Background: an optimization exercise with open tools, aiming at small area. Do not read the settings as production practice.
Function was checked by simulation only, so behaviour that the tests miss may differ from the original.
No activity file was given, so power comes from the tool's default toggle rates.

`flow/design.v`:
```
`timescale 1ns/1ps
`default_nettype none
module vis_accumulator (
  input  logic        vis_clock,
  input  logic        vis_reset,
  input  logic        rst_d,       
  input  logic        frame_end,   
  input  logic        sig_valid_i,
  input  logic [3:0]  sig_idata_i,
  input  logic [3:0]  sig_qdata_i,
  input  logic [5:0]  pend,        
  input  logic [5:0]  sel,         
  output logic [11:0] word_o       
);
  localparam logic [11:0] BASE_A = {2'd2, 2'd1, 2'd1, 2'd0, 2'd0, 2'd0};
  localparam logic [11:0] BASE_B = {2'd3, 2'd3, 2'd2, 2'd3, 2'd2, 2'd1};
  logic [5:0] inc_f;
  logic [5:0] inc_g;
  logic [5:0] cnt_f [6];
  logic [5:0] cnt_g [6];
  logic [3:0] x;
  assign x = sig_idata_i ^ sig_qdata_i;
  always_comb begin
    for (int k = 0; k < 6; k++) begin
      logic ai, aq, bi, bq, bw;
      ai = sig_idata_i[BASE_A[2*k +: 2]];
      aq = sig_qdata_i[BASE_A[2*k +: 2]];
      bi = sig_idata_i[BASE_B[2*k +: 2]];
      bq = sig_qdata_i[BASE_B[2*k +: 2]];
      bw = !x[BASE_A[2*k +: 2]] && x[BASE_B[2*k +: 2]];   
      inc_f[k] = sig_valid_i && !(aq ^ bq ^ bw);
      inc_g[k] = sig_valid_i && (ai ^ bi ^ bw);
    end
  end
  genvar gk;
  generate
    for (gk = 0; gk < 6; gk++) begin : g_base
      localparam int PW = (gk == 5) ? 4 : 3;
      logic [PW-1:0] pnd_f;
      logic [PW-1:0] pnd_g;
      logic          take;
      logic          hold;
      assign take = sel[gk] || rst_d;
      assign hold = pend[gk] && !sel[gk];
      always_ff @(posedge vis_clock) begin
        cnt_f[gk] <= (take ? 6'(pnd_f) : cnt_f[gk]) + 6'(inc_f[gk] && !hold);
        cnt_g[gk] <= (take ? 6'(pnd_g) : cnt_g[gk]) + 6'(inc_g[gk] && !hold);
        if (vis_reset || frame_end) begin
          pnd_f <= '0;
          pnd_g <= '0;
        end else begin
          pnd_f <= pnd_f + PW'(inc_f[gk] && pend[gk]);
          pnd_g <= pnd_g + PW'(inc_g[gk] && pend[gk]);
        end
      end
    end
  endgenerate
  always_comb begin
    word_o = '0;
    for (int k = 0; k < 6; k++) begin
      word_o = word_o | ({cnt_f[k], cnt_g[k]} & {12{sel[k]}});
    end
  end
endmodule
`default_nettype wire
`timescale 1ns/1ps
`default_nettype none
module vis_fifo #(
  parameter int W = 13
) (
  input  logic        vis_clock,
  input  logic        vis_reset,
  input  logic        wr_i,
  input  logic [W-1:0] word_i,
  input  logic        ready_i,
  output logic        valid_o,
  output logic [W-1:0] word_o,     
  output logic        overflow_o
);
  logic [W-1:0] sh [8];
  logic [3:0]  count;
  logic        full;
  logic        push;
  logic        pop;
  assign full    = count[3];   
  assign valid_o = (count != 4'd0);
  assign push    = wr_i && !full;
  assign pop     = valid_o && ready_i;
  assign word_o  = sh[3'(count - 1'b1)];
  always_ff @(posedge vis_clock) begin
    if (push) begin
      sh[0] <= word_i;
      for (int i = 1; i < 8; i++) sh[i] <= sh[i-1];
    end
  end
  always_ff @(posedge vis_clock) begin
    if (vis_reset) begin
      count      <= '0;
      overflow_o <= 1'b0;
    end else begin
      count <= count + 4'(push) - 4'(pop);
      if (wr_i && full) overflow_o <= 1'b1;
    end
  end
endmodule
`default_nettype wire
`timescale 1ns/1ps
`default_nettype none
module byte_serializer (
  input  logic        vis_clock,
  input  logic        vis_reset,
  input  logic        valid_i,
  input  logic [11:0] word_i,      
  input  logic        m_tready_i,
  output logic        ready_o,
  output logic        m_tvalid_o,
  output logic [7:0]  m_tdata_o,
  output logic        m_tlast_o
);
  logic        busy;
  logic [2:0]  idx;
  logic [10:0] sc;
  logic [11:0] sw;
  logic        slast;
  logic [6:0]  dv;
  assign ready_o = !busy;
  always_ff @(posedge vis_clock) begin
    if (vis_reset) begin
      busy <= 1'b0;
      idx  <= '0;
    end else if (valid_i && !busy) begin
      busy <= 1'b1;
      idx  <= '0;
    end else if (busy && m_tready_i) begin
      idx <= idx + 1'b1;
      if (idx == 3'd7) busy <= 1'b0;
    end
  end
  always_ff @(posedge vis_clock) begin
    if (valid_i && !busy) {sc, slast} <= word_i;
  end
  assign sw = sc[10] ? {sc[9], sc[9] ? 5'd0 : sc[4:0], sc[8], sc[8] ? 5'd0 : sc[4:0]}
                     : {1'b0, sc[9:5], 1'b0, sc[4:0]};
  logic [6:0] sum;
  assign sum = {1'b0, sw[11:6]} + ({1'b0, sw[5:0]} ^ {7{idx[2]}}) + 7'(idx[2]);
  assign dv  = idx[2] ? sum : {sum[6:5] - 2'd1, sum[4:0]};
  assign m_tvalid_o = busy;
  assign m_tdata_o  = (idx[1:0] == 2'd0) ? {dv, 1'b0} : {8{dv[6]}};
  assign m_tlast_o  = busy && slast && (idx == 3'd7);
endmodule
`default_nettype wire
`timescale 1ns/1ps
`default_nettype none
module toy_correlator (
  input  logic       vis_clock,
  input  logic       vis_reset,
  input  logic       sig_valid_i,
  input  logic [3:0] sig_idata_i,
  input  logic [3:0] sig_qdata_i,
  input  logic       m_tready_i,
  output logic       vis_start_o,
  output logic       vis_frame_o,
  output logic       m_tvalid_o,
  output logic [7:0] m_tdata_o,
  output logic       m_tlast_o,
  output logic       vis_overflow_o
);
  logic [2:0] wcnt;      
  logic [1:0] blk;       
  logic       rst_d;     
  logic       block_done;
  logic       frame_end;
  assign block_done = sig_valid_i && (wcnt == 3'd7);
  assign frame_end  = block_done && (blk == 2'd3) && !vis_reset;
  always_ff @(posedge vis_clock) begin
    rst_d <= vis_reset;
    if (vis_reset) begin
      wcnt        <= '0;
      blk         <= '0;
      vis_start_o <= 1'b0;
      vis_frame_o <= 1'b0;
    end else begin
      if (sig_valid_i) wcnt <= wcnt + 1'b1;
      if (block_done) blk <= blk + 1'b1;
      vis_start_o <= block_done && !vis_frame_o;
      if (block_done) vis_frame_o <= 1'b1;
    end
  end
  logic [6:0] pend;
  logic [2:0] ph;
  logic       strobe;
  logic [5:0] sel;
  logic       wr;
  assign strobe = pend[6] && (ph == 3'd1);
  assign wr     = strobe && !pend[0];
  always_comb begin
    for (int k = 0; k < 6; k++) sel[k] = strobe && pend[k+1] && !pend[k];
  end
  always_ff @(posedge vis_clock) begin
    ph <= frame_end ? 3'd0 : ph + 1'b1;
    if (vis_reset) begin
      pend <= '0;
    end else if (frame_end) begin
      pend <= '1;
    end else if (strobe) begin
      pend <= {pend[5:0], 1'b0};
    end
  end
  logic [11:0] acc_word;
  logic [10:0] acc_code;
  logic        x5, y5;
  logic        q_valid;
  logic        q_ready;
  logic [11:0] q_code;
  assign x5       = acc_word[11];
  assign y5       = acc_word[5];
  assign acc_code = (x5 || y5) ? {1'b1, x5, y5, 3'b000, (y5 && !x5) ? acc_word[10:6] : acc_word[4:0]}
                               : {1'b0, acc_word[10:6], acc_word[4:0]};
  vis_accumulator u_accum (
    .vis_clock   (vis_clock),
    .vis_reset   (vis_reset),
    .rst_d       (rst_d),
    .frame_end   (frame_end),
    .sig_valid_i (sig_valid_i),
    .sig_idata_i (sig_idata_i),
    .sig_qdata_i (sig_qdata_i),
    .pend        (pend[6:1]),
    .sel         (sel),
    .word_o      (acc_word)
  );
  vis_fifo #(.W(12)) u_fifo (
    .vis_clock  (vis_clock),
    .vis_reset  (vis_reset),
    .wr_i       (wr),
    .word_i     ({acc_code, sel[5]}),
    .ready_i    (q_ready),
    .valid_o    (q_valid),
    .word_o     (q_code),
    .overflow_o (vis_overflow_o)
  );
  byte_serializer u_serializer (
    .vis_clock  (vis_clock),
    .vis_reset  (vis_reset),
    .valid_i    (q_valid),
    .word_i     (q_code),
    .m_tready_i (m_tready_i),
    .ready_o    (q_ready),
    .m_tvalid_o (m_tvalid_o),
    .m_tdata_o  (m_tdata_o),
    .m_tlast_o  (m_tlast_o)
  );
endmodule
`default_nettype wire
```
`flow/flow/run.sh`:
```
#!/bin/bash
# Own synthesis (flow/synth.tcl: the standard one with an area-oriented ABC
# mapping), then the standard layout from the synthesized netlist, with the
# smallest buffer on each port and a clock tree without dummy loads.
set -euo pipefail
W=$(pwd)
export OWN_ABC_SCRIPT="$W/flow/area.abc"
export BUFFER_PORTS_ARGS="-buffer_cell sky130_fd_sc_hd__buf_1"
export CTS_ARGS="-sink_clustering_enable -repair_clock_nets -sink_clustering_size 20 -sink_clustering_max_diameter 70 -buf_list sky130_fd_sc_hd__clkbuf_8 -dont_use_dummy_load"
sed -e "s#SYNTH_SCRIPT=[^ ]*#SYNTH_SCRIPT=$W/flow/synth.tcl#" standard.sh > own_synth.sh
bash own_synth.sh synth > synth.log 2>&1
bash standard.sh > standard.log 2>&1
```
`flow/flow/area.abc`:
```
&get -n
&st
&dch
&nf -R 1000 -p -F 8 -A 4
&put
&get -n
&st
&dch
&nf -R 1000 -p -F 8 -A 4
&put
&get -n
&st
&dch
&nf -R 1000 -p -F 8 -A 4
&put
```
`flow/flow/synth.tcl`:
```
# synth_recipe.tcl (the standard synthesis), with the final ABC mapping run for
# area and the arithmetic left to ABC instead of fixed half/full-adder cells.
# Flip-flops are mapped before ABC runs, so the registers, their names and
# cell types are those of the standard synthesis.
proc synth {args} { yosys synth -nofsm -noshare {*}$args }
proc extract_fa {args} { }
proc abc {args} {
  foreach o {-script -D} {
    set i [lsearch -exact $args $o]
    if { $i >= 0 } { set args [lreplace $args $i [expr {$i + 1}]] }
  }
  yosys abc {*}$args -script $::env(OWN_ABC_SCRIPT)
}
source $::env(SCRIPTS_DIR)/synth.tcl
# left out here: clear keep_hierarchy, flatten, clean up, hide names made inside functions, write 1_2_yosys.v
```
`flow/standard.sh`:
```
#!/bin/bash
# synth_recipe.tcl (not shown) runs the flow's synth.tcl, then flattens the netlist and writes it again
# the make line also repeats each setting of config.mk as NAME=value (left out here)
make -C /OpenROAD-flow-scripts/flow DESIGN_CONFIG=/design/flow/config.mk WORK_HOME=/design/flow/orfs CLKGATE_MAP_FILE= SYNTH_SCRIPT=/design/flow/synth_recipe.tcl "${@:-finish}"
```
`flow/config.mk`:
```
export PLATFORM = sky130hd
export DESIGN_NAME = toy_correlator
export DESIGN_NICKNAME = toy_correlator
export VERILOG_FILES = /design/flow/design.v
export SDC_FILE = /design/flow/constraint.sdc
export NUM_CORES = 4
export LEC_CHECK = 0
export CAP_MARGIN = 0
export CORE_MARGIN = 2
export CORE_UTILIZATION = 70
export SLEW_MARGIN = 0
```
`flow/constraint.sdc`:
```
create_clock -name core_clock -period 6.0 [get_ports {vis_clock}]
set_input_delay 1.2000 -clock core_clock [delete_from_list [all_inputs] [get_ports {vis_clock}]]
set_output_delay 1.2000 -clock core_clock [all_outputs]
set_load 0.01 [all_outputs]
```
==> results of run 1 <==
## cell usage after synthesis, types with 3 or more instances
master	number	area, sq um
sky130_fd_sc_hd__dfxtp_1	137	2740
sky130_fd_sc_hd__edfxtp_1	108	3240
sky130_fd_sc_hd__a21oi_1	86	430
sky130_fd_sc_hd__nand2_1	83	312
sky130_fd_sc_hd__nor2_1	68	255
sky130_fd_sc_hd__mux2i_1	43	430
sky130_fd_sc_hd__o21ai_0	39	195
sky130_fd_sc_hd__a22oi_1	37	278
sky130_fd_sc_hd__xor2_1	35	307
sky130_fd_sc_hd__nor3_1	34	170
sky130_fd_sc_hd__xnor2_1	31	272
sky130_fd_sc_hd__and3_1	30	188
sky130_fd_sc_hd__nand3_1	24	120
sky130_fd_sc_hd__nor2b_1	21	131
sky130_fd_sc_hd__a222oi_1	17	170
sky130_fd_sc_hd__nand4_1	13	81.3
sky130_fd_sc_hd__o21a_1	11	82.6
sky130_fd_sc_hd__a22o_1	10	87.6
sky130_fd_sc_hd__a311oi_1	9	78.8
sky130_fd_sc_hd__or2_0	8	50.1
sky130_fd_sc_hd__nor4_1	7	43.8
sky130_fd_sc_hd__a21boi_0	6	45.0
sky130_fd_sc_hd__a221oi_1	6	52.6
sky130_fd_sc_hd__nand2b_1	6	37.5
sky130_fd_sc_hd__nor3b_1	6	45.0
sky130_fd_sc_hd__and2_0	5	31.3
sky130_fd_sc_hd__a31oi_1	4	25.0
sky130_fd_sc_hd__clkinv_1	3	11.3
## path summary, 6_finish.rpt
| kind | from | depth (start not counted) | slack, ps | endpoint |
|---|---|---|---|---|
| worst max-delay path | u_serializer.sc[10] | 17 | 890 | m_tdata_o[2] |
| worst min register to register | vis_frame_o | 1 | 460 | vis_start_o |
| worst min-delay path | vis_frame_o | 1 | 460 | vis_start_o |
| worst max register to register | pend[6] | 10 | 2440 | u_accum.cnt_f[1][5] |
## cell usage in the layout, fill, tap and decap left out, drive strengths merged, types with 7 or more instances in the layout
| cell | Yosys | layout |
|---|---|---|
| a222oi | 17 | 17 |
| dfxtp | 137 | 137 |
| a22oi | 37 | 37 |
| a21oi | 86 | 86 |
| xor2 | 35 | 35 |
| a311oi | 9 | 9 |
| mux2i | 43 | 43 |
| o21a | 11 | 11 |
| a22o | 10 | 10 |
| nor4 | 7 | 7 |
| nand4 | 13 | 13 |
| nand2 | 83 | 83 |
| and3 | 30 | 30 |
| nand3 | 24 | 24 |
| edfxtp | 108 | 108 |
| nor2b | 21 | 21 |
| nor3 | 34 | 34 |
| o21ai | 39 | 39 |
| nor2 | 68 | 68 |
| buf | 0 | 40 |
| clkbuf | 0 | 16 |
| xnor2 | 31 | 31 |
| or2 | 8 | 8 |
## registers in the layout, indices dropped and copies added (netlist names), 4 cells and up
signal and count:
pend 7, u_accum.cnt_f 36, u_accum.cnt_g 36, u_accum.g_base.pnd_f 19, u_accum.g_base.pnd_g 19, u_fifo.count 4, u_fifo.sh 96, u_serializer.sc 11
## cell families after synthesis
logic type,share of synthesized area
AO/OA/AOI/OAI,0.147
XOR/XNOR,0.0582
buffers and inverters,0.00113
flip-flops,0.603
multiplexers,0.0433
AND/OR/NAND/NOR,0.147
## power breakdown
group,internal [uW],total (uW),switching (uW)
Clock,243,712,469
Combinational,318,843,525
Sequential,1850,1930,84.5
Total,2410,3490,1080
## worst max-delay path, cell delays in order, from the launching register on
cell and delay (ps):
sky130_fd_sc_hd__edfxtp_1 440, sky130_fd_sc_hd__clkinv_1 170, sky130_fd_sc_hd__nor2_1 240, sky130_fd_sc_hd__a22oi_1 140, sky130_fd_sc_hd__o21ai_0 350, sky130_fd_sc_hd__nand2_1 90, sky130_fd_sc_hd__nand2_1 70, sky130_fd_sc_hd__o21ai_0 120
sky130_fd_sc_hd__o21a_1 240, sky130_fd_sc_hd__o21ai_0 280, sky130_fd_sc_hd__nand2_1 150, sky130_fd_sc_hd__nand2_1 110, sky130_fd_sc_hd__xnor2_1 160, sky130_fd_sc_hd__nor2_1 90, sky130_fd_sc_hd__nor3_1 280, sky130_fd_sc_hd__nand2_1 190
sky130_fd_sc_hd__o21ai_0 110, sky130_fd_sc_hd__buf_1 170
## stage by stage
step / cell area [sq um] / std cells / worst slack, ps / total power [uW]
after floorplan: 9930 / 889 / 638 / 2530
after global placement: 10400 / 1109 / 1870 / 2740
after detailed placement: 10400 / 1109 / 1490 / 2800
after CTS: 10600 / 1125 / 934 / 3490
after global routing: 10600 / 1125 / 426 / 3660
final: 10600 / 1125 / 888 / 3490
## area by class of cell
cell class,count,area share
sequential,245,0.564
multi-input combinational,641,0.373
tap,180,0.0212
clock buffer,16,0.0208
timing repair buffer,40,0.0198
inverter,3,0.00106
## per-layer routing
layer / routed length (um) / vias up
li1: - / 3461
met1: 8670 / 3538
met2: 11200 / 262
met3: 1290 / 43
met4: 589 / 0
met5: 0 / -
==> PnR_summary.wiki, run 1 <==
{| class="wikitable"
! Metric !! Value
|-
| Floorplan die width || 123 um
|-
| First-pass iteration count of the detailed router || 6
|-
| Clock latency of the later-clocked register in the worst-skew pair || 520 ps
|-
| YS warnings || 7
|-
| Final core area utilization || 0.764
|-
| Area enclosed by the die boundary || 15200 sq um
|-
| Nets@finish || approximately 960
|-
| Total setup buffers inserted after CTS || 0
|-
| Post-cts sizing count || 0
|-
| Number of pins with negative max-slew slack in the final report || 0
|-
| Storage element area || 5990 sq um
|-
| CP max FO || 7
|-
| Post-Synthesis Cells || 889
|-
| Overflow left after global routing || 0
|-
| Primary flip-flop cell chosen by synthesis mapping || sky130_fd_sc_hd__dfxtp_1
|-
| Setup repair after global routing missed its margin || no
|-
| Kind of start point of the critical path || register
|-
| Period utilisation layout || 0.852
|-
| Routed vias/inst || ~6.5
|-
| Hold slack final || about 460 ps
|-
| Critical path endpoint category || primary output
|-
| Remaining antenna violation count || 0
|-
| Number of max-cap violations || 0
|-
| Global routing usage on met3 || 0.0406
|-
| Count of flip-flops with a built-in enable after synthesis || 108
|-
| Number of buffers between clock root and the deepest sink || 3
|-
| Total power divided by cell area || about 330 nW/um^2
|-
| Gpl congestion || just under 0.9
|-
| TritonCTS clock tree || yes
|-
| Unique cell type count in the Yosys netlist || 30
|-
| Root buffer cell || sky130_fd_sc_hd__clkbuf_8
|-
| Sequential share of the synthesized area || 0.603
|-
| Layer with the highest usage || met2
|-
| Area added between synthesis and finish || 6.78%
|-
| Outcome || finished clean
|-
| Row count || 43
|-
| Final worst clock skew || 50.6 ps
|-
| Maximum level of the CTS H-tree || 1
|-
| Die Span Y || 123 um
|-
| Timing-limited maximum frequency || 0.196 GHz
|-
| # clock sinks || 245
|-
| Slew of the pin with the lowest slew margin || around 1200 ps
|-
| Via count of the first global-routing pass || roughly 6900
|-
| Drt drc || 0
|-
| Number of CTS-inserted buffers || 16
|-
| Proportion of synthesized flip-flops having asynchronous set or reset || 0
|-
| Wire length per cell after detailed routing || between 15 and 20 um
|-
| Total wire length || approximately 22000 um
|-
| Hold WC Path Type || register to register
|-
| Nets in the synthesized netlist || 901
|-
| Total via count in the routed design || 7304
|-
| Final number of setup-violating endpoints || 0
|-
| Rel. slew slack || 0.201
|-
| Hold Buf Count CTS || 0
|-
| Number of port buffers || 24
|-
| Average cell area after synthesis || 11.2 sq um
|-
| Final period demand of the worst path || between 5000 and 6000 ps
|-
| Combined global-route utilization of all metal layers || 0.287
|-
| Category of the critical setup timing path || register to primary output
|-
| Met2 routing resource usage after global routing || 0.515
|-
| Area inside the core boundary || 13900 sq um
|-
| Layout fillers || 943
|-
| Total negative slack for setup checks || 0 ps
|-
| Leakage power figure || 0.00363 uW
|-
| Ratio of cells with drive above 1 in the final layout || 0.0370
|-
| Maximum number of pins on one net before global-route repair || 98
|-
| Diodes inserted || 0
|-
| Flops & latches, synth || about 250
|-
| Final hold violations || 0
|-
| Clock-pin slew of the registers on the worst-case setup and hold paths || ~100 ps
|-
| Crit path DAT || between 3000 and 4000 ps
|-
| IR drop worst, VDD || 0.226 mV
|-
| Met1 capacity usage during global routing || 0.359
|-
| Post-DP HPWL || 15600 um
|-
| Antenna violations before repair || 0
|-
| Area taken by multi-input logic gates || about 4000 sq um
|-
| Worst Path Required || 4800 ps
|-
| Initial core utilization || 0.716
|-
| Boundary Pins || 25
|-
| Iter 0 DRT Violations || 786
|-
| Total standard cell area after synthesis || 9930 sq um
|-
| First-pass GRT wire length || 33900 um
|}
==> run 2, diff against run 1 <==
--- a/flow/flow/run.sh
+++ b/flow/flow/run.sh
@@ -6,7 +6,7 @@
 W=$(pwd)
 export OWN_ABC_SCRIPT="$W/flow/area.abc"
 export BUFFER_PORTS_ARGS="-buffer_cell sky130_fd_sc_hd__buf_1"
-export CTS_ARGS="-sink_clustering_enable -repair_clock_nets -sink_clustering_size 20 -sink_clustering_max_diameter 70 -buf_list sky130_fd_sc_hd__clkbuf_8 -dont_use_dummy_load"
+export CTS_ARGS="-sink_clustering_enable -repair_clock_nets -sink_clustering_size 30 -sink_clustering_max_diameter 100 -buf_list sky130_fd_sc_hd__clkbuf_16 -dont_use_dummy_load"
 sed -e "s#SYNTH_SCRIPT=[^ ]*#SYNTH_SCRIPT=$W/flow/synth.tcl#" standard.sh > own_synth.sh
 bash own_synth.sh synth > synth.log 2>&1
 bash standard.sh > standard.log 2>&1
==> PnR_summary.wiki, run 2 <==
{| class="wikitable"
! Metric !! Value
|-
| Count of flip-flops with a built-in enable after synthesis || 108 (unchanged)
|-
| Total negative slack for setup checks || 0 ps (unchanged)
|-
| Overflow left after global routing || 0 (unchanged)
|-
| Hold WC Path Type || register to register (unchanged)
|-
| First-pass iteration count of the detailed router || 5 (was 6)
|-
| Number of CTS-inserted buffers || 12 (was 16)
|-
| Buffer and inverter count on the worst path || 2 (unchanged)
|-
| Primary flip-flop cell chosen by synthesis mapping || sky130_fd_sc_hd__dfxtp_1 (unchanged)
|-
| TritonCTS clock tree || yes (unchanged)
|-
| Total standard cell area after synthesis || 9930 sq um (unchanged)
|-
| Storage element area || 5990 sq um (unchanged)
|-
| Combined global-route utilization of all metal layers || 0.291 (was 0.287)
|-
| Final hold violations || 0 (unchanged)
|-
| Area inside the core boundary || 13900 sq um (unchanged)
|-
| IR drop worst, VDD || 0.213 mV (was 0.226 mV)
|-
| Floorplan die width || 123 um (unchanged)
|-
| Drt drc || 0 (unchanged)
|-
| Average cell area after synthesis || 11.2 sq um (unchanged)
|-
| Largest stage delay, worst path || 440 ps (about the same)
|-
| Total power divided by cell area || 339 nW/um^2 (was 329 nW/um^2)
|-
| CP max FO || 7 (unchanged)
|-
| Clock latency of the later-clocked register in the worst-skew pair || 470 ps (was 520 ps)
|-
| Worst Path Required || 4800 ps (about the same)
|-
| Total setup buffers inserted after CTS || 0 (unchanged)
|-
| Critical path's slowest cell || sky130_fd_sc_hd__edfxtp_1 (unchanged)
|-
| Maximum number of pins on one net before global-route repair || 98 (unchanged)
|-
| Rel. slew slack || 0.199 (was 0.201)
|-
| Final period demand of the worst path || 5190 ps (was 5110 ps)
|-
| Total via count in the routed design || 7356 (was 7304)
|-
| Post-DP HPWL || 15600 um (unchanged)
|-
| Crit path max-delay family || compound AO/OA/AOI/OAI gates (unchanged)
|-
| Clock-pin slew of the registers on the worst-case setup and hold paths || 100 ps (about the same)
|-
| Unique cell type count in the Yosys netlist || 30 (unchanged)
|-
| Leakage power figure || 0.00366 uW (was 0.00363 uW)
|-
| Ranking of synthesized cells by area || sky130_fd_sc_hd__edfxtp_1 (33%), sky130_fd_sc_hd__dfxtp_1 (28%), sky130_fd_sc_hd__a21oi_1 (4.3%), sky130_fd_sc_hd__mux2i_1 (4.3%), sky130_fd_sc_hd__nand2_1 (3.1%) (unchanged)
|-
| Final number of setup-violating endpoints || 0 (unchanged)
|-
| Nets in the synthesized netlist || 901 (unchanged)
|-
| Leading cell type by number of instances after synthesis || sky130_fd_sc_hd__dfxtp_1 (unchanged)
|-
| Crit path DAT || 3990 ps (was 3910 ps)
|-
| Setup repair after global routing missed its margin || no (unchanged)
|-
| Register ranked first by flip-flop count || u_fifo.sh (unchanged)
|-
| Initial core utilization || 0.716 (unchanged)
|-
| Slew of the pin with the lowest slew margin || 1200 ps (about the same)
|-
| # clock sinks || 245 (unchanged)
|-
| Most common library cell in the layout ignoring fill and taps || sky130_fd_sc_hd__dfxtp_1 (unchanged)
|-
| Top-area cell type share of the netlist area || 0.326 (unchanged)
|-
| Nets@finish || 955 (was 959)
|-
| Kind of start point of the critical path || register (unchanged)
|-
| Category of the critical setup timing path || register to primary output (unchanged)
|-
| YS warnings || 7 (unchanged)
|-
| Antenna violations before repair || 0 (unchanged)
|-
| Hold Buf Count CTS || 0 (unchanged)
|-
| Largest register FFs || 96 (unchanged)
|-
| Via count of the first global-routing pass || 6970 (was 6924)
|-
| Remaining antenna violation count || 0 (unchanged)
|-
| Top library cells by usage in the layout, fill and taps aside || sky130_fd_sc_hd__dfxtp_1 (137), sky130_fd_sc_hd__edfxtp_1 (108), sky130_fd_sc_hd__a21oi_1 (86) (unchanged)
|-
| Total wire length || 22000 um (was 21700 um)
|-
| Most frequent cells after synthesis || sky130_fd_sc_hd__dfxtp_1 (137), sky130_fd_sc_hd__edfxtp_1 (108), sky130_fd_sc_hd__a21oi_1 (86), sky130_fd_sc_hd__nand2_1 (83), sky130_fd_sc_hd__nor2_1 (68) (unchanged)
|-
| Root buffer cell || sky130_fd_sc_hd__clkbuf_16 (was sky130_fd_sc_hd__clkbuf_8)
|-
| Overall power of the completed layout || 3620 uW (was 3490 uW)
|-
| First-pass GRT wire length || 34600 um (was 33900 um)
|-
| Final worst clock skew || 72.6 ps (was 50.6 ps)
|-
| Boundary Pins || 25 (unchanged)
|-
| Post-synthesis cell type with the largest combined area || sky130_fd_sc_hd__edfxtp_1 (unchanged)
|-
| Leading registers by flop count || u_fifo.sh x96, u_accum.cnt_f x36, u_accum.cnt_g x36 (unchanged)
|-
| Number of buffers between clock root and the deepest sink || 3 (unchanged)
|-
| Post-Synthesis Cells || 889 (unchanged)
|-
| Layout fillers || 936 (was 943)
|-
| Outcome || finished clean (unchanged)
|-
| Ordered list of cells on the worst path || clkinv_1 > nor2_1 > a22oi_1 > o21ai_0 > nand2_1 > nand2_1 > o21ai_0 > o21a_1 > o21ai_0 > nand2_1 > nand2_1 > xnor2_1 > nor2_1 > nor3_1 > nand2_1 > o21ai_0 > buf_1 (unchanged)
|-
| Gpl congestion || 0.881 (unchanged)
|-
| Row count || 43 (unchanged)
|-
| Number of max-cap violations || 0 (unchanged)
|-
| Number of port buffers || 24 (unchanged)
|-
| Cell mode on critical path || sky130_fd_sc_hd__nand2_1 (unchanged)
|-
| Routed vias/inst || 6.56 (was 6.49)
|-
| Number of pins with negative max-slew slack in the final report || 0 (unchanged)
|-
| Iter 0 DRT Violations || 735 (was 786)
|-
| Diodes inserted || 0 (unchanged)
|-
| Timing-limited maximum frequency || 0.193 GHz (was 0.196 GHz)
|-
| Hold slack final || 457 ps (was 460 ps)
|-
| Area taken by multi-input logic gates || 3960 sq um (unchanged)
|-
| Critical path endpoint category || primary output (unchanged)
|-
| Wire length per cell after detailed routing || 19.6 um (was 19.3 um)
|-
| Flops & latches, synth || 245 (unchanged)
|-
| Ratio of cells with drive above 1 in the final layout || 0.0329 (was 0.0370)
|-
| Sequential share of the synthesized area || 0.603 (unchanged)
|-
| Proportion of synthesized flip-flops having asynchronous set or reset || 0 (unchanged)
|-
| Area enclosed by the die boundary || 15200 sq um (unchanged)
|-
| Die Span Y || 123 um (unchanged)
|-
| Maximum level of the CTS H-tree || 1 (unchanged)
|-
| Period utilisation layout || 0.866 (was 0.852)
|-
| Area added between synthesis and finish || 7.58% (was 6.78%)
|-
| Post-cts sizing count || 0 (unchanged)
|}
-- run 2: layout make-up --
| cell class | instances | area share |
|---|---|---|
| multi-input cells | 641 | 0.370 |
| inverters | 3 | 0.00105 |
| flip-flops and latches | 245 | 0.560 |
| clock buffers | 12 | 0.0281 |
| well taps | 180 | 0.0211 |
| repair buffers | 40 | 0.0197 |
-- run 2: cells by family after synthesis --
group,share of synthesized area
flip-flops,0.603
multiplexers,0.0433
AO/OA/AOI/OAI,0.147
XOR/XNOR,0.0582
buffers and inverters,0.00113
AND/OR/NAND/NOR,0.147
-- run 2: power breakdown --
| part | switching (uW) | internal (uW) | leakage (uW) |
|---|---|---|---|
| combinational | 536 | 318 | 0.00137 |
| sequential | 86.7 | 1850 | 0.00214 |
| clock | 469 | 361 | 0.000148 |
| total | 1090 | 2530 | 0.00366 |
-- run 2: path summary, 6_finish.rpt --
| path | cells past startpoint | endpoint | slack (ps) | startpoint |
|---|---|---|---|---|
| hold / removal | 0 | u_fifo.sh[7][4] | 460 | u_fifo.sh[6][4] |
| setup / recovery | 17 | m_tdata_o[4] | 810 | u_serializer.sc[10] |
| hold reg to reg | 0 | u_fifo.sh[7][4] | 460 | u_fifo.sh[6][4] |
| setup reg to reg | 11 | u_accum.cnt_f[1][5] | 2460 | ph[2] |
-- run 2: layer usage --
layer	routed length (um)	global-route usage
met4	592	0.0817
met5	0	0
met2	11400	0.528
met3	1120	0.0360
met1	8890	0.365
-- run 2: metrics by stage --
| stage | cell area (sq um) | worst slack, ps | std cells | utilization |
|---|---|---|---|---|
| floorplan | 9930 | 638 | 889 | - |
| global placement | 10400 | 1870 | 1109 | 0.748 |
| detailed placement | 10400 | 1490 | 1109 | 0.748 |
| CTS | 10700 | 958 | 1121 | 0.770 |
| global route | 10700 | 477 | 1121 | 0.770 |
| finish | 10700 | 805 | 1121 | 0.770 |
==> run 3, diff against run 2 <==
--- a/flow/design.v
+++ b/flow/design.v
@@ -214,8 +214,9 @@
   logic [11:0] q_code;
   assign x5       = acc_word[11];
   assign y5       = acc_word[5];
-  assign acc_code = (x5 || y5) ? {1'b1, x5, y5, 3'b000, (y5 && !x5) ? acc_word[10:6] : acc_word[4:0]}
-                               : {1'b0, acc_word[10:6], acc_word[4:0]};
+  assign acc_code = {x5 || y5,
+                     x5 || (acc_word[10] && !y5), y5 || acc_word[9], acc_word[8:6] & {3{!y5}},
+                     y5 ? acc_word[10:6] : acc_word[4:0]};
   vis_accumulator u_accum (
     .vis_clock   (vis_clock),
     .vis_reset   (vis_reset),
--- a/flow/flow/run.sh
+++ b/flow/flow/run.sh
@@ -6,7 +6,7 @@
 W=$(pwd)
 export OWN_ABC_SCRIPT="$W/flow/area.abc"
 export BUFFER_PORTS_ARGS="-buffer_cell sky130_fd_sc_hd__buf_1"
-export CTS_ARGS="-sink_clustering_enable -repair_clock_nets -sink_clustering_size 30 -sink_clustering_max_diameter 100 -buf_list sky130_fd_sc_hd__clkbuf_16 -dont_use_dummy_load"
+export CTS_ARGS="-sink_clustering_enable -repair_clock_nets -sink_clustering_size 20 -sink_clustering_max_diameter 70 -buf_list sky130_fd_sc_hd__clkbuf_8 -dont_use_dummy_load"
 sed -e "s#SYNTH_SCRIPT=[^ ]*#SYNTH_SCRIPT=$W/flow/synth.tcl#" standard.sh > own_synth.sh
 bash own_synth.sh synth > synth.log 2>&1
 bash standard.sh > standard.log 2>&1
==> PnR_summary.wiki, run 3 <==
{| class="wikitable"
! Metric !! Value
|-
| Outcome || finished clean (unchanged)
|-
| Worst setup path start || u_serializer.sc[10] (unchanged)
|-
| Number of non-filler instances in the completed layout || 1120 (was 1121)
|-
| Cell mode on critical path || sky130_fd_sc_hd__nand2_1 (unchanged)
|-
| Worst reg2reg startpoint || ph[1] (was ph[2])
|-
| Diodes inserted || 0 (unchanged)
|-
| Total negative slack for setup checks || 0 ps (unchanged)
|-
| Post-Synth Simple-Gate Area || 0.148 (was 0.147)
|-
| Largest register FFs || 96 (unchanged)
|-
| Hold Buf Count CTS || 0 (unchanged)
|-
| Total power divided by cell area || 328 nW/um^2 (was 339 nW/um^2)
|-
| Maximum number of pins on one net before global-route repair || 83 (was 98)
|-
| Timing-limited maximum frequency || 0.200 GHz (was 0.193 GHz)
|-
| Hold WC Path Type || register to register (unchanged)
|-
| Ordered list of cells on the worst path || nand2_1 > xnor2_1 > a21oi_1 > and2_0 > nor2_1 > nand2_1 > o21ai_0 > a21oi_1 > a21boi_0 > xnor2_1 > or2_0 > o211a_1 > nand2_1 > o21ai_0 > buf_1 (was clkinv_1 > nor2_1 > a22oi_1 > o21ai_0 > nand2_1 > nand2_1 > o21ai_0 > o21a_1 > o21ai_0 > nand2_1 > nand2_1 > xnor2_1 > nor2_1 > nor3_1 > nand2_1 > o21ai_0 > buf_1)
|-
| YS warnings || 7 (unchanged)
|-
| Total standard cell area after synthesis || 9900 sq um (was 9930 sq um)
|-
| IR drop worst, VDD || 0.236 mV (was 0.213 mV)
|-
| Critical path's slowest cell || sky130_fd_sc_hd__edfxtp_1 (unchanged)
|-
| Critical path endpoint category || primary output (unchanged)
|-
| Area taken by multi-input logic gates || 3930 sq um (was 3960 sq um)
|-
| Storage element area || 5990 sq um (unchanged)
|-
| Complex-gate fraction of the synthesized area || 0.149 (was 0.147)
|-
| Via count of the first global-routing pass || 7191 (was 6970)
|-
| CP max FO || 10 (was 7)
|-
| Top-area cell type share of the netlist area || 0.328 (was 0.326)
|-
| Iter 0 DRT Violations || 829 (was 735)
|-
| Root buffer cell || sky130_fd_sc_hd__clkbuf_8 (was sky130_fd_sc_hd__clkbuf_16)
|-
| Floorplan die width || 123 um (about the same)
|-
| Final hold violations || 0 (unchanged)
|-
| Combined global-route utilization of all metal layers || 0.301 (was 0.291)
|-
| Crit path DAT || 3800 ps (was 3990 ps)
|-
| First-pass GRT wire length || 35500 um (was 34600 um)
|-
| Flops & latches, synth || 245 (unchanged)
|-
| Largest family of logic cells by synthesized area || compound AO/OA/AOI/OAI gates (was simple AND/OR/NAND/NOR gates)
|-
| Count of flip-flops with a built-in enable after synthesis || 108 (unchanged)
|-
| Ratio of cells with drive above 1 in the final layout || 0.0383 (was 0.0329)
|-
| Drt drc || 0 (unchanged)
|-
| Ranking of synthesized cells by area || sky130_fd_sc_hd__edfxtp_1 (33%), sky130_fd_sc_hd__dfxtp_1 (28%), sky130_fd_sc_hd__a21oi_1 (4.4%), sky130_fd_sc_hd__mux2i_1 (3.8%), sky130_fd_sc_hd__xor2_1 (3.3%) (was sky130_fd_sc_hd__edfxtp_1 (33%), sky130_fd_sc_hd__dfxtp_1 (28%), sky130_fd_sc_hd__a21oi_1 (4.3%), sky130_fd_sc_hd__mux2i_1 (4.3%), sky130_fd_sc_hd__nand2_1 (3.1%))
|-
| Relative contribution of combinational cells to total power || 0.233 (was 0.236)
|-
| Register ranked first by flip-flop count || u_fifo.sh (unchanged)
|-
| Most common library cell in the layout ignoring fill and taps || sky130_fd_sc_hd__dfxtp_1 (unchanged)
|-
| Maximum level of the CTS H-tree || 1 (unchanged)
|-
| Internal power || 2400 uW (was 2530 uW)
|-
| Top library cells by usage in the layout, fill and taps aside || sky130_fd_sc_hd__dfxtp_1 (137), sky130_fd_sc_hd__edfxtp_1 (108), sky130_fd_sc_hd__a21oi_1 (88) (was sky130_fd_sc_hd__dfxtp_1 (137), sky130_fd_sc_hd__edfxtp_1 (108), sky130_fd_sc_hd__a21oi_1 (86))
|-
| Crit path max-delay family || compound AO/OA/AOI/OAI gates (unchanged)
|-
| Area added between synthesis and finish || 6.89% (was 7.58%)
|-
| Row count || 43 (unchanged)
|-
| Clock Power Share || 0.207 (was 0.229)
|-
| XOR/XNOR share of the synthesized area || 0.0584 (was 0.0582)
|-
| Leading cell type by number of instances after synthesis || sky130_fd_sc_hd__dfxtp_1 (unchanged)
|-
| Number of CTS-inserted buffers || 16 (was 12)
|-
| Average cell area after synthesis || 11.2 sq um (about the same)
|-
| Share of total power consumed by net switching || 0.308 (was 0.302)
|-
| Gpl congestion || 0.856 (was 0.881)
|-
| Initial core utilization || 0.716 (about the same)
|-
| Buffer and inverter count on the worst path || 1 (was 2)
|-
| Area inside the core boundary || 13800 sq um (was 13900 sq um)
|-
| Category of the critical setup timing path || register to primary output (unchanged)
|-
| Post-cts sizing count || 0 (unchanged)
|-
| Leakage power figure || 0.00366 uW (about the same)
|-
| Final number of setup-violating endpoints || 0 (unchanged)
|-
| Number of port buffers || 24 (unchanged)
|-
| Clock latency of the later-clocked register in the worst-skew pair || 510 ps (was 470 ps)
|-
| Slew of the pin with the lowest slew margin || 1200 ps (about the same)
|-
| Setup repair after global routing missed its margin || no (unchanged)
|-
| Sequential share of the synthesized area || 0.604 (was 0.603)
|-
| Worst Path Required || 4800 ps (about the same)
|-
| Antenna violations before repair || 0 (unchanged)
|-
| Overall power of the completed layout || 3470 uW (was 3620 uW)
|-
| Routed vias/inst || 6.51 (was 6.56)
|-
| Nets in the synthesized netlist || 896 (was 901)
|-
| Post-Synthesis Cells || 884 (was 889)
|-
| Clock-pin slew of the registers on the worst-case setup and hold paths || 110 ps (was 100 ps)
|-
| Number of buffers between clock root and the deepest sink || 3 (unchanged)
|-
| Number of max-cap violations || 0 (unchanged)
|-
| DP Cell Count || 1104 (was 1109)
|-
| Overflow left after global routing || 0 (unchanged)
|-
| Layout fillers || 951 (was 936)
|-
| Primary flip-flop cell chosen by synthesis mapping || sky130_fd_sc_hd__dfxtp_1 (unchanged)
|-
| TritonCTS clock tree || yes (unchanged)
|-
| Proportion of synthesized flip-flops having asynchronous set or reset || 0 (unchanged)
|-
| Leading registers by flop count || u_fifo.sh x96, u_accum.cnt_f x36, u_accum.cnt_g x36 (unchanged)
|-
| Switching power summed over all nets || 1070 uW (was 1090 uW)
|-
| Period utilisation layout || 0.833 (was 0.866)
|-
| Total setup buffers inserted after CTS || 0 (unchanged)
|-
| Kind of start point of the critical path || register (unchanged)
|-
| # clock sinks || 245 (unchanged)
|-
| Wire length per cell after detailed routing || 19.8 um (was 19.6 um)
|-
| Area enclosed by the die boundary || 15100 sq um (was 15200 sq um)
|-
| Final core area utilization || 0.765 (was 0.770)
|-
| Number of pins with negative max-slew slack in the final report || 0 (unchanged)
|-
| Remaining antenna violation count || 0 (unchanged)
|-
| Adder-cell area share of the yosys netlist || 0 (unchanged)
|-
| Hold_sp || vis_frame_o (was u_fifo.sh[6][4])
|-
| First-pass iteration count of the detailed router || 6 (was 5)
|-
| Most frequent cells after synthesis || sky130_fd_sc_hd__dfxtp_1 (137), sky130_fd_sc_hd__edfxtp_1 (108), sky130_fd_sc_hd__a21oi_1 (88), sky130_fd_sc_hd__nand2_1 (78), sky130_fd_sc_hd__nor2_1 (62) (was sky130_fd_sc_hd__dfxtp_1 (137), sky130_fd_sc_hd__edfxtp_1 (108), sky130_fd_sc_hd__a21oi_1 (86), sky130_fd_sc_hd__nand2_1 (83), sky130_fd_sc_hd__nor2_1 (68))
|-
| Sequential power share || 0.559 (was 0.534)
|-
| Die Span Y || 123 um (about the same)
|-
| Unique cell type count in the Yosys netlist || 33 (was 30)
|-
| Post-synthesis cell type with the largest combined area || sky130_fd_sc_hd__edfxtp_1 (unchanged)
|-
| Rel. slew slack || 0.197 (was 0.199)
|-
| Multiplexer area fraction after synthesis || 0.0384 (was 0.0433)
|-
| Post-DP HPWL || 15800 um (was 15600 um)
|-
| Total wire length || 22100 um (was 22000 um)
|-
| Boundary Pins || 25 (unchanged)
|-
| Final period demand of the worst path || 5000 ps (was 5190 ps)
|-
| Nets@finish || 954 (was 955)
|-
| Final worst clock skew || 37.4 ps (was 72.6 ps)
|-
| Largest stage delay, worst path || 510 ps (was 440 ps)
|-
| Total via count in the routed design || 7291 (was 7356)
|}
run 3: cell count changes in the layout (fill, tap and decap cells not counted), moves of 5 or more:
| cell | delta |
|---|---|
| sky130_fd_sc_hd__nand3_1 | +10 |
| sky130_fd_sc_hd__nand2_1 | -5 |
| sky130_fd_sc_hd__clkbuf_8 | +16 |
| sky130_fd_sc_hd__a222oi_1 | +9 |
| sky130_fd_sc_hd__a22o_1 | -8 |
| sky130_fd_sc_hd__clkbuf_16 | -12 |
| sky130_fd_sc_hd__and3_1 | -6 |
| sky130_fd_sc_hd__nor2_1 | -5 |
| sky130_fd_sc_hd__mux2i_1 | -5 |
| sky130_fd_sc_hd__nand4_1 | -7 |
run 3: path summary, 6_finish.rpt:
kind	slack, ps	depth (start not counted)	to
hold reg to reg	450	1	vis_start_o
setup / recovery	1000	15	m_tdata_o[2]
hold / removal	450	1	vis_start_o
setup reg to reg	2550	12	u_accum.cnt_f[4][5]
run 3: cell families (layout without fill, tap and decap cells):
kind of cell / count (synthesis) / after routing
mux: 38 / 38
compound gates: 230 / 230
flops: 245 / 245
simple gates: 301 / 301
buf+inv: 4 / 60
xor+xnor: 66 / 66
run 3: final cells by class:
type,instances,area share
clock buffers,16,0.0208
inverters,4,0.00142
multi-input cells,635,0.371
flip-flops and latches,245,0.566
well taps,180,0.0213
repair buffers,40,0.0199
run 3: worst register-to-register path, cell delays in order (launching register included):
cell	delay (ps)
sky130_fd_sc_hd__dfxtp_1	370
sky130_fd_sc_hd__nor2_1	70
sky130_fd_sc_hd__and3_1	250
sky130_fd_sc_hd__nand2_1	90
sky130_fd_sc_hd__nor2_1	40
sky130_fd_sc_hd__buf_4	210
sky130_fd_sc_hd__nor2_1	580
sky130_fd_sc_hd__buf_4	300
sky130_fd_sc_hd__mux2i_1	160
sky130_fd_sc_hd__nor4_1	750
sky130_fd_sc_hd__nand3_1	220
sky130_fd_sc_hd__nor2b_1	230
sky130_fd_sc_hd__xnor2_1	130
run 3: layer usage:
metal	vias to the layer above	track usage	wire [um]
met2	262	0.531	11200
met5	-	0	0
li1	3456	-	-
met4	0	0.119	722
met1	3526	0.373	9030
met3	47	0.0452	1200
run 3: power groups by stage:
stage | registers [uW] | clock network (uW) | logic, uW
after global placement | 1970 | 0 | 758
final | 1940 | 719 | 810
after floorplan | 1940 | 0 | 580
after detailed placement | 1980 | 0 | 803
after global routing | 1960 | 783 | 905
after CTS | 1940 | 726 | 805
run 3: stage by stage:
step           worst slack [ps]  area (sq um)  hold WS (ps)
2_1_floorplan               589          9910           422
3_5_place_dp               1610         10400           436
4_1_cts                    1050         10600           453
5_1_grt                     612         10600           461
6_report                   1000         10600           451
3_3_place_gp               1910         10400           429
==> run 4, diff against run 3 <==
--- a/flow/flow/run.sh
+++ b/flow/flow/run.sh
@@ -6,7 +6,7 @@
 W=$(pwd)
 export OWN_ABC_SCRIPT="$W/flow/area.abc"
 export BUFFER_PORTS_ARGS="-buffer_cell sky130_fd_sc_hd__buf_1"
-export CTS_ARGS="-sink_clustering_enable -repair_clock_nets -sink_clustering_size 20 -sink_clustering_max_diameter 70 -buf_list sky130_fd_sc_hd__clkbuf_8 -dont_use_dummy_load"
+export CTS_ARGS="-sink_clustering_enable -repair_clock_nets -sink_clustering_size 16 -sink_clustering_max_diameter 60 -buf_list sky130_fd_sc_hd__clkbuf_8 -dont_use_dummy_load"
 sed -e "s#SYNTH_SCRIPT=[^ ]*#SYNTH_SCRIPT=$W/flow/synth.tcl#" standard.sh > own_synth.sh
 bash own_synth.sh synth > synth.log 2>&1
 bash standard.sh > standard.log 2>&1
==> PnR_summary.wiki, run 4 <==
{| class="wikitable"
! Metric !! Value
|-
| Final design area excluding fillers || 10600 sq um (about the same)
|-
| Final core area utilization || 0.768 (was 0.765)
|-
| Ratio of cells with drive above 1 in the final layout || 0.0414 (was 0.0383)
|-
| Remaining antenna violation count || 0 (unchanged)
|-
| Nets@finish || 957 (was 954)
|-
| Maximum level of the CTS H-tree || 1 (unchanged)
|-
| Total setup buffers inserted after CTS || 0 (unchanged)
|-
| Sequential share of the synthesized area || 0.604 (unchanged)
|-
| Average cell area after synthesis || 11.2 sq um (unchanged)
|-
| Hold Buf Count CTS || 0 (unchanged)
|-
| Most frequent cells after synthesis || sky130_fd_sc_hd__dfxtp_1 (137), sky130_fd_sc_hd__edfxtp_1 (108), sky130_fd_sc_hd__a21oi_1 (88), sky130_fd_sc_hd__nand2_1 (78), sky130_fd_sc_hd__nor2_1 (62) (unchanged)
|-
| Primary flip-flop cell chosen by synthesis mapping || sky130_fd_sc_hd__dfxtp_1 (unchanged)
|-
| Timing-limited maximum frequency || 0.201 GHz (was 0.200 GHz)
|-
| Worst Path Required || 4800 ps (about the same)
|-
| Die Span Y || 123 um (unchanged)
|-
| Routed length on met2 || 11100 um (was 11200 um)
|-
| Initial core utilization || 0.716 (unchanged)
|-
| Clock latency of the later-clocked register in the worst-skew pair || 520 ps (was 510 ps)
|-
| Area added between synthesis and finish || 7.30% (was 6.89%)
|-
| IR drop worst, VDD || 0.197 mV (was 0.236 mV)
|-
| Gpl congestion || 0.856 (unchanged)
|-
| Maximum number of pins on one net before global-route repair || 83 (unchanged)
|-
| Wire length per cell after detailed routing || 19.7 um (was 19.8 um)
|-
| Diodes inserted || 0 (unchanged)
|-
| Via count of the first global-routing pass || 7251 (was 7191)
|-
| First-pass iteration count of the detailed router || 5 (was 6)
|-
| Root buffer cell || sky130_fd_sc_hd__clkbuf_8 (unchanged)
|-
| Ordered list of cells on the worst path || nand2_1 > xnor2_1 > a21oi_1 > and2_0 > nor2_1 > nand2_1 > o21ai_0 > a21oi_1 > a21boi_0 > xnor2_1 > or2_0 > o211a_1 > nand2_1 > o21ai_0 > buf_1 (unchanged)
|-
| Ranking of synthesized cells by area || sky130_fd_sc_hd__edfxtp_1 (33%), sky130_fd_sc_hd__dfxtp_1 (28%), sky130_fd_sc_hd__a21oi_1 (4.4%), sky130_fd_sc_hd__mux2i_1 (3.8%), sky130_fd_sc_hd__xor2_1 (3.3%) (unchanged)
|-
| Most common library cell in the layout ignoring fill and taps || sky130_fd_sc_hd__dfxtp_1 (unchanged)
|-
| Routed vias/inst || 6.56 (was 6.51)
|-
| Floorplan die width || 123 um (unchanged)
|-
| Leakage power figure || 0.00368 uW (was 0.00366 uW)
|-
| Routed metal-1 wire length || 8860 um (was 9030 um)
|-
| Leading registers by flop count || u_fifo.sh x96, u_accum.cnt_f x36, u_accum.cnt_g x36 (unchanged)
|-
| Setup repair after global routing missed its margin || no (unchanged)
|-
| Total power divided by cell area || 331 nW/um^2 (was 328 nW/um^2)
|-
| CP max FO || 10 (unchanged)
|-
| Period utilisation layout || 0.831 (was 0.833)
|-
| Final hold violations || 0 (unchanged)
|-
| Number of pins with negative max-slew slack in the final report || 0 (unchanged)
|-
| Outcome || finished clean (unchanged)
|-
| Top layer in use || met4 (unchanged)
|-
| Post-synthesis cell type with the largest combined area || sky130_fd_sc_hd__edfxtp_1 (unchanged)
|-
| Overflow left after global routing || 0 (unchanged)
|-
| Largest register FFs || 96 (unchanged)
|-
| Number of port buffers || 24 (unchanged)
|-
| Unique cell type count in the Yosys netlist || 33 (unchanged)
|-
| Number of buffers between clock root and the deepest sink || 3 (unchanged)
|-
| Category of the critical setup timing path || register to primary output (unchanged)
|-
| Post-Synthesis Cells || 884 (unchanged)
|-
| Worst reg2reg startpoint || ph[1] (unchanged)
|-
| Total wire length || 22100 um (about the same)
|-
| Total via count in the routed design || 7366 (was 7291)
|-
| Row count || 43 (unchanged)
|-
| Nets in the synthesized netlist || 896 (unchanged)
|-
| Iter 0 DRT Violations || 769 (was 829)
|-
| Hold_sp || u_fifo.sh[4][8] (was vis_frame_o)
|-
| Critical path's slowest cell || sky130_fd_sc_hd__edfxtp_1 (unchanged)
|-
| Critical path endpoint category || primary output (unchanged)
|-
| Top-area cell type share of the netlist area || 0.328 (unchanged)
|-
| Area inside the core boundary || 13800 sq um (unchanged)
|-
| Hold WC Path Type || register to register (unchanged)
|-
| Final period demand of the worst path || 4980 ps (was 5000 ps)
|-
| Slew of the pin with the lowest slew margin || 1170 ps (was 1200 ps)
|-
| DP Worst Slack || 1610 ps (unchanged)
|-
| Total standard cell area after synthesis || 9900 sq um (unchanged)
|-
| Drt drc || 0 (unchanged)
|-
| Combined global-route utilization of all metal layers || 0.301 (about the same)
|-
| Met3 WL post-DR || 1230 um (was 1200 um)
|-
| Antenna violations before repair || 0 (unchanged)
|-
| Count of flip-flops with a built-in enable after synthesis || 108 (unchanged)
|-
| TritonCTS clock tree || yes (unchanged)
|-
| Number of CTS-inserted buffers || 19 (was 16)
|-
| Boundary Pins || 25 (unchanged)
|-
| Post-DP HPWL || 15800 um (unchanged)
|-
| Top library cells by usage in the layout, fill and taps aside || sky130_fd_sc_hd__dfxtp_1 (137), sky130_fd_sc_hd__edfxtp_1 (108), sky130_fd_sc_hd__a21oi_1 (88) (unchanged)
|-
| Clock-pin slew of the registers on the worst-case setup and hold paths || 100 ps (was 110 ps)
|-
| Final worst clock skew || 31.5 ps (was 37.4 ps)
|-
| Crit path DAT || 3780 ps (was 3800 ps)
|-
| Largest stage delay, worst path || 500 ps (was 510 ps)
|-
| Leading cell type by number of instances after synthesis || sky130_fd_sc_hd__dfxtp_1 (unchanged)
|-
| Area enclosed by the die boundary || 15100 sq um (unchanged)
|-
| Final number of setup-violating endpoints || 0 (unchanged)
|-
| Worst setup path start || u_serializer.sc[10] (unchanged)
|-
| Total negative slack for setup checks || 0 ps (unchanged)
|-
| Rel. slew slack || 0.217 (was 0.197)
|-
| Cell mode on critical path || sky130_fd_sc_hd__nand2_1 (unchanged)
|-
| YS warnings || 7 (unchanged)
|-
| Placed Area || 10400 sq um (unchanged)
|-
| Kind of start point of the critical path || register (unchanged)
|-
| Flops & latches, synth || 245 (unchanged)
|-
| Hold slack final || 444 ps (was 451 ps)
|-
| Number of max-cap violations || 0 (unchanged)
|-
| # clock sinks || 245 (unchanged)
|-
| Register ranked first by flip-flop count || u_fifo.sh (unchanged)
|-
| First-pass GRT wire length || 35500 um (about the same)
|-
| Proportion of synthesized flip-flops having asynchronous set or reset || 0 (unchanged)
|-
| Post-cts sizing count || 0 (unchanged)
|-
| Final WS setup || 1020 ps (was 1000 ps)
|}
[run 4: layer usage]
metal,global-route usage,vias to the layer above
met1,0.366,3563
met5,0,-
met2,0.521,269
met3,0.0530,72
li1,-,3462
met4,0.139,0
[run 4: kinds of logic (layout without fill, tap and decap cells)]
kind of cell	after synthesis	in the layout	share of synthesized area
DFF	245	245	0.604
AOI/OAI and AO/OA	230	230	0.149
xor gates and xnor gates	66	66	0.0584
and+or+nand+nor	301	301	0.148
muxes	38	38	0.0384
buffers and inverters	4	63	0.00152
[run 4: critical path: cells and delay by family, from the launching register on]
family,cells,cell delay [ps]
buffers and inverters,1,170
and+or+nand+nor,6,900
AOI/OAI and AO/OA,6,1100
DFF,1,500
xor gates and xnor gates,2,620
[run 4: path summary, 6_finish.rpt]
check / end / slack (ps) / cells after the start
max reg2reg: u_accum.cnt_f[4][5] / 2570 / 12
min reg2reg: u_fifo.sh[5][8] / 440 / 0
min: u_fifo.sh[5][8] / 440 / 0
max: m_tdata_o[2] / 1020 / 15
[run 4: report_power, final]
group / leakage, uW / switching (uW) / internal [uW] / total, uW
clock network: 0.000137 / 486 / 286 / 772
registers: 0.00214 / 92.9 / 1850 / 1940
logic: 0.00140 / 496 / 311 / 807
total: 0.00368 / 1070 / 2440 / 3520
[run 4: area by class of cell]
class | count | area, sq um
flip-flops and latches | 245 | 5990
multi-input cells | 635 | 3930
repair buffers | 40 | 210
inverters | 4 | 15.0
fillers | 946 | 3200
well taps | 180 | 225
clock buffers | 19 | 262
[run 4: stage by stage]
| stage | total power [uW] | instances |
|---|---|---|
| floorplan | 2520 | 884 |
| global placement | 2730 | 1104 |
| detailed placement | 2780 | 1104 |
| CTS | 3520 | 1123 |
| global route | 3700 | 1123 |
| finish | 3520 | 1123 |
==> run 5, diff against run 4 <==
--- a/flow/flow/run.sh
+++ b/flow/flow/run.sh
@@ -6,7 +6,7 @@
 W=$(pwd)
 export OWN_ABC_SCRIPT="$W/flow/area.abc"
 export BUFFER_PORTS_ARGS="-buffer_cell sky130_fd_sc_hd__buf_1"
-export CTS_ARGS="-sink_clustering_enable -repair_clock_nets -sink_clustering_size 16 -sink_clustering_max_diameter 60 -buf_list sky130_fd_sc_hd__clkbuf_8 -dont_use_dummy_load"
+export CTS_ARGS="-sink_clustering_enable -repair_clock_nets -sink_clustering_size 18 -sink_clustering_max_diameter 60 -buf_list sky130_fd_sc_hd__clkbuf_8 -dont_use_dummy_load"
 sed -e "s#SYNTH_SCRIPT=[^ ]*#SYNTH_SCRIPT=$W/flow/synth.tcl#" standard.sh > own_synth.sh
 bash own_synth.sh synth > synth.log 2>&1
 bash standard.sh > standard.log 2>&1
==> PnR_summary.wiki, run 5 <==
{| class="wikitable"
! Metric !! Value
|-
| Nets@finish || 955 (was 957)
|-
| Setup repair after global routing missed its margin || no (unchanged)
|-
| Hold WC Path Type || register to register (unchanged)
|-
| Crit path DAT || 3800 ps (was 3780 ps)
|-
| Diodes inserted || 0 (unchanged)
|-
| Flops & latches, synth || 245 (unchanged)
|-
| Worst reg2reg startpoint || ph[1] (unchanged)
|-
| Total negative slack for setup checks || 0 ps (unchanged)
|-
| Buffer and inverter count on the worst path || 1 (unchanged)
|-
| Cell mode on critical path || sky130_fd_sc_hd__nand2_1 (unchanged)
|-
| Final period demand of the worst path || 5000 ps (was 4980 ps)
|-
| Leading cell type by number of instances after synthesis || sky130_fd_sc_hd__dfxtp_1 (unchanged)
|-
| Combined global-route utilization of all metal layers || 0.302 (was 0.301)
|-
| Area added between synthesis and finish || 7.03% (was 7.30%)
|-
| Top library cells by usage in the layout, fill and taps aside || sky130_fd_sc_hd__dfxtp_1 (137), sky130_fd_sc_hd__edfxtp_1 (108), sky130_fd_sc_hd__a21oi_1 (88) (unchanged)
|-
| Largest register FFs || 96 (unchanged)
|-
| Ranking of synthesized cells by area || sky130_fd_sc_hd__edfxtp_1 (33%), sky130_fd_sc_hd__dfxtp_1 (28%), sky130_fd_sc_hd__a21oi_1 (4.4%), sky130_fd_sc_hd__mux2i_1 (3.8%), sky130_fd_sc_hd__xor2_1 (3.3%) (unchanged)
|-
| Final number of setup-violating endpoints || 0 (unchanged)
|-
| Maximum number of pins on one net before global-route repair || 83 (unchanged)
|-
| Clock latency of the later-clocked register in the worst-skew pair || 520 ps (about the same)
|-
| Count of flip-flops with a built-in enable after synthesis || 108 (unchanged)
|-
| Most frequent cells after synthesis || sky130_fd_sc_hd__dfxtp_1 (137), sky130_fd_sc_hd__edfxtp_1 (108), sky130_fd_sc_hd__a21oi_1 (88), sky130_fd_sc_hd__nand2_1 (78), sky130_fd_sc_hd__nor2_1 (62) (unchanged)
|-
| DP Cell Count || 1104 (unchanged)
|-
| Unique cell type count in the Yosys netlist || 33 (unchanged)
|-
| Total wire length || 22100 um (about the same)
|-
| Ratio of cells with drive above 1 in the final layout || 0.0393 (was 0.0414)
|-
| Leading registers by flop count || u_fifo.sh x96, u_accum.cnt_f x36, u_accum.cnt_g x36 (unchanged)
|-
| Drt drc || 0 (unchanged)
|-
| Remaining antenna violation count || 0 (unchanged)
|-
| Layout fillers || 949 (was 946)
|-
| Initial core utilization || 0.716 (unchanged)
|-
| CP max FO || 10 (unchanged)
|-
| Leakage power figure || 0.00367 uW (was 0.00368 uW)
|-
| Number of pins with negative max-slew slack in the final report || 0 (unchanged)
|-
| Primary flip-flop cell chosen by synthesis mapping || sky130_fd_sc_hd__dfxtp_1 (unchanged)
|-
| Post-synthesis cell type with the largest combined area || sky130_fd_sc_hd__edfxtp_1 (unchanged)
|-
| Area inside the core boundary || 13800 sq um (unchanged)
|-
| Sink of the worst hold path || u_fifo.sh[7][1] (was u_fifo.sh[5][8])
|-
| Total standard cell area after synthesis || 9900 sq um (unchanged)
|-
| TritonCTS clock tree || yes (unchanged)
|-
| Via count of the first global-routing pass || 7207 (was 7251)
|-
| Number of non-filler instances in the completed layout || 1121 (was 1123)
|-
| R2R cell count || 12 (unchanged)
|-
| First-pass GRT wire length || 35600 um (was 35500 um)
|-
| Critical path's slowest cell || sky130_fd_sc_hd__edfxtp_1 (unchanged)
|-
| Ordered list of cells on the worst path || nand2_1 > xnor2_1 > a21oi_1 > and2_0 > nor2_1 > nand2_1 > o21ai_0 > a21oi_1 > a21boi_0 > xnor2_1 > or2_0 > o211a_1 > nand2_1 > o21ai_0 > buf_1 (unchanged)
|-
| End of the worst register-to-register path || u_accum.cnt_f[4][5] (unchanged)
|-
| YS warnings || 7 (unchanged)
|-
| Number of CTS-inserted buffers || 17 (was 19)
|-
| Period utilisation layout || 0.833 (was 0.831)
|-
| Total setup buffers inserted after CTS || 0 (unchanged)
|-
| Root buffer cell || sky130_fd_sc_hd__clkbuf_8 (unchanged)
|-
| Worst reg2reg setup slack || 2650 ps (was 2570 ps)
|-
| # clock sinks || 245 (unchanged)
|-
| Top-area cell type share of the netlist area || 0.328 (unchanged)
|-
| Most common library cell in the layout ignoring fill and taps || sky130_fd_sc_hd__dfxtp_1 (unchanged)
|-
| Overall power of the completed layout || 3480 uW (was 3520 uW)
|-
| Number of max-cap violations || 0 (unchanged)
|-
| Proportion of synthesized flip-flops having asynchronous set or reset || 0 (unchanged)
|-
| Area enclosed by the die boundary || 15100 sq um (unchanged)
|-
| Boundary Pins || 25 (unchanged)
|-
| Floorplan die width || 123 um (unchanged)
|-
| Nets in the synthesized netlist || 896 (unchanged)
|-
| Post-DP HPWL || 15800 um (unchanged)
|-
| Clock-pin slew of the registers on the worst-case setup and hold paths || 100 ps (about the same)
|-
| Final hold violations || 0 (unchanged)
|-
| Wire length per cell after detailed routing || 19.7 um (about the same)
|-
| Worst Path Required || 4800 ps (about the same)
|-
| Register ranked first by flip-flop count || u_fifo.sh (unchanged)
|-
| Sequential share of the synthesized area || 0.604 (unchanged)
|-
| Final worst clock skew || 52.5 ps (was 31.5 ps)
|-
| Row count || 43 (unchanged)
|-
| Maximum level of the CTS H-tree || 1 (unchanged)
|-
| Total via count in the routed design || 7352 (was 7366)
|-
| Iter 0 DRT Violations || 818 (was 769)
|-
| Number of buffers between clock root and the deepest sink || 3 (unchanged)
|-
| Largest stage delay, worst path || 500 ps (about the same)
|-
| Category of the critical setup timing path || register to primary output (unchanged)
|-
| Antenna violations before repair || 0 (unchanged)
|-
| Hold_sp || u_fifo.sh[6][1] (was u_fifo.sh[4][8])
|-
| Number of port buffers || 24 (unchanged)
|-
| First-pass iteration count of the detailed router || 8 (was 5)
|-
| IR drop worst, VDD || 0.220 mV (was 0.197 mV)
|-
| Overflow left after global routing || 0 (unchanged)
|-
| Average cell area after synthesis || 11.2 sq um (unchanged)
|-
| Die Span Y || 123 um (unchanged)
|-
| Kind of start point of the critical path || register (unchanged)
|-
| Slew of the pin with the lowest slew margin || 1160 ps (was 1170 ps)
|-
| Crit path max-delay family || compound AO/OA/AOI/OAI gates (unchanged)
|-
| Post-cts sizing count || 0 (unchanged)
|-
| Gpl congestion || 0.856 (unchanged)
|-
| Timing-limited maximum frequency || 0.200 GHz (was 0.201 GHz)
|-
| Hold Path Cell Cnt || 0 (unchanged)
|-
| Rel. slew slack || 0.226 (was 0.217)
|-
| Outcome || finished clean (unchanged)
|-
| Routed vias/inst || 6.56 (about the same)
|-
| Post-Synthesis Cells || 884 (unchanged)
|-
| Critical path endpoint category || primary output (unchanged)
|-
| Total power divided by cell area || 328 nW/um^2 (was 331 nW/um^2)
|-
| Hold Buf Count CTS || 0 (unchanged)
|}
==> run 5: changes by cell type in the layout (fill, tap and decap cells not counted), sizes merged <==
| cell | before | now |
|---|---|---|
| clkbuf | 19 | 17 |
==> run 5: routing by layer <==
| layer | wire [um] | global-route usage |
|---|---|---|
| met4 | 772 | 0.131 |
| met5 | 0 | 0 |
| met2 | 11200 | 0.526 |
| met1 | 8680 | 0.373 |
| met3 | 1420 | 0.0457 |
==> run 5: final cells by class <==
| type | count | area, sq um | area share |
|---|---|---|---|
| Inverter | 4 | 15.0 | 0.00142 |
| Sequential cell | 245 | 5990 | 0.565 |
| Clock buffer | 17 | 234 | 0.0221 |
| Tap cell | 180 | 225 | 0.0213 |
| Timing Repair Buffer | 40 | 210 | 0.0198 |
| Multi-Input combinational cell | 635 | 3930 | 0.371 |
==> run 5: where the power goes <==
part	leakage [uW]	switching (uW)	internal [uW]
Sequential	0.00214	93.1	1850
Clock	0.000122	475	258
Combinational	0.00140	496	311
==> run 5: worst max path at each step <==
stage,cells after the start,startpoint,slack (ps),to
global placement,15,u_serializer.sc[10],1910,m_tdata_o[3]
floorplan,8,ph[1],590,u_fifo.count[2]
global route,15,u_serializer.sc[10],610,m_tdata_o[4]
detailed placement,15,u_serializer.sc[10],1610,m_tdata_o[2]
finish,15,u_serializer.sc[10],1000,m_tdata_o[2]
CTS,15,u_serializer.sc[10],1050,m_tdata_o[2]
==> run 5: stage by stage <==
step	utilization	setup WS (ps)	area [sq um]	hold WS, ps
2_1_floorplan	-	589	9910	422
3_3_place_gp	0.750	1910	10400	429
3_5_place_dp	0.750	1610	10400	436
4_1_cts	0.766	1050	10600	440
5_1_grt	0.766	613	10600	454
6_report	0.766	1000	10600	443
==> run 5: worst register-to-register path: stages, from the launching register on <==
cell and delay (ps):
sky130_fd_sc_hd__dfxtp_1 350, sky130_fd_sc_hd__nor2_1 70, sky130_fd_sc_hd__and3_1 240, sky130_fd_sc_hd__nand2_1 90, sky130_fd_sc_hd__nor2_1 40, sky130_fd_sc_hd__buf_4 200
sky130_fd_sc_hd__nor2_1 560, sky130_fd_sc_hd__buf_4 290, sky130_fd_sc_hd__mux2i_1 160, sky130_fd_sc_hd__nor4_1 740, sky130_fd_sc_hd__nand3_1 230, sky130_fd_sc_hd__nor2b_1 230
sky130_fd_sc_hd__xnor2_1 130
==> run 5: cells by family after synthesis <==
| group | share of synthesized area |
|---|---|
| and+or+nand+nor | 0.148 |
| DFF | 0.604 |
| xor gates and xnor gates | 0.0584 |
| muxes | 0.0384 |
| buffers and inverters | 0.00152 |
| AOI/OAI and AO/OA | 0.149 |

## re-timing with driven ports
The flow's constraints put no driver on any port. The routed layouts listed below were extracted and timed again, unchanged, in two steps.
Step 1 assumes that a clkbuf_16 drives the clock port and a buf_2 every other input.
Step 2 adds t to the input delays and takes it off the output delays; t is the mean of the earliest and latest rising clock arrival at the registers after step 1. Input paths then give back, and output paths get back, about the clock's delay inside the block.
Slacks: ideal / step 1 / step 2; pairs: ideal / step 1.
run	shift t [ns]	setup slack, ns	clock arrival spread, ns
run 1	0.530	0.888 / 0.850 / 1.381	0.053 / 0.053
run 2	0.480	0.805 / 0.764 / 1.243	0.074 / 0.075
run 3	0.532	1.004 / 0.964 / 1.496	0.040 / 0.040
run 4	0.545	1.016 / 0.977 / 1.523	0.035 / 0.035
run 5	0.534	1.001 / 0.962 / 1.495	0.052 / 0.053
After both steps every run listed still meets setup and hold.
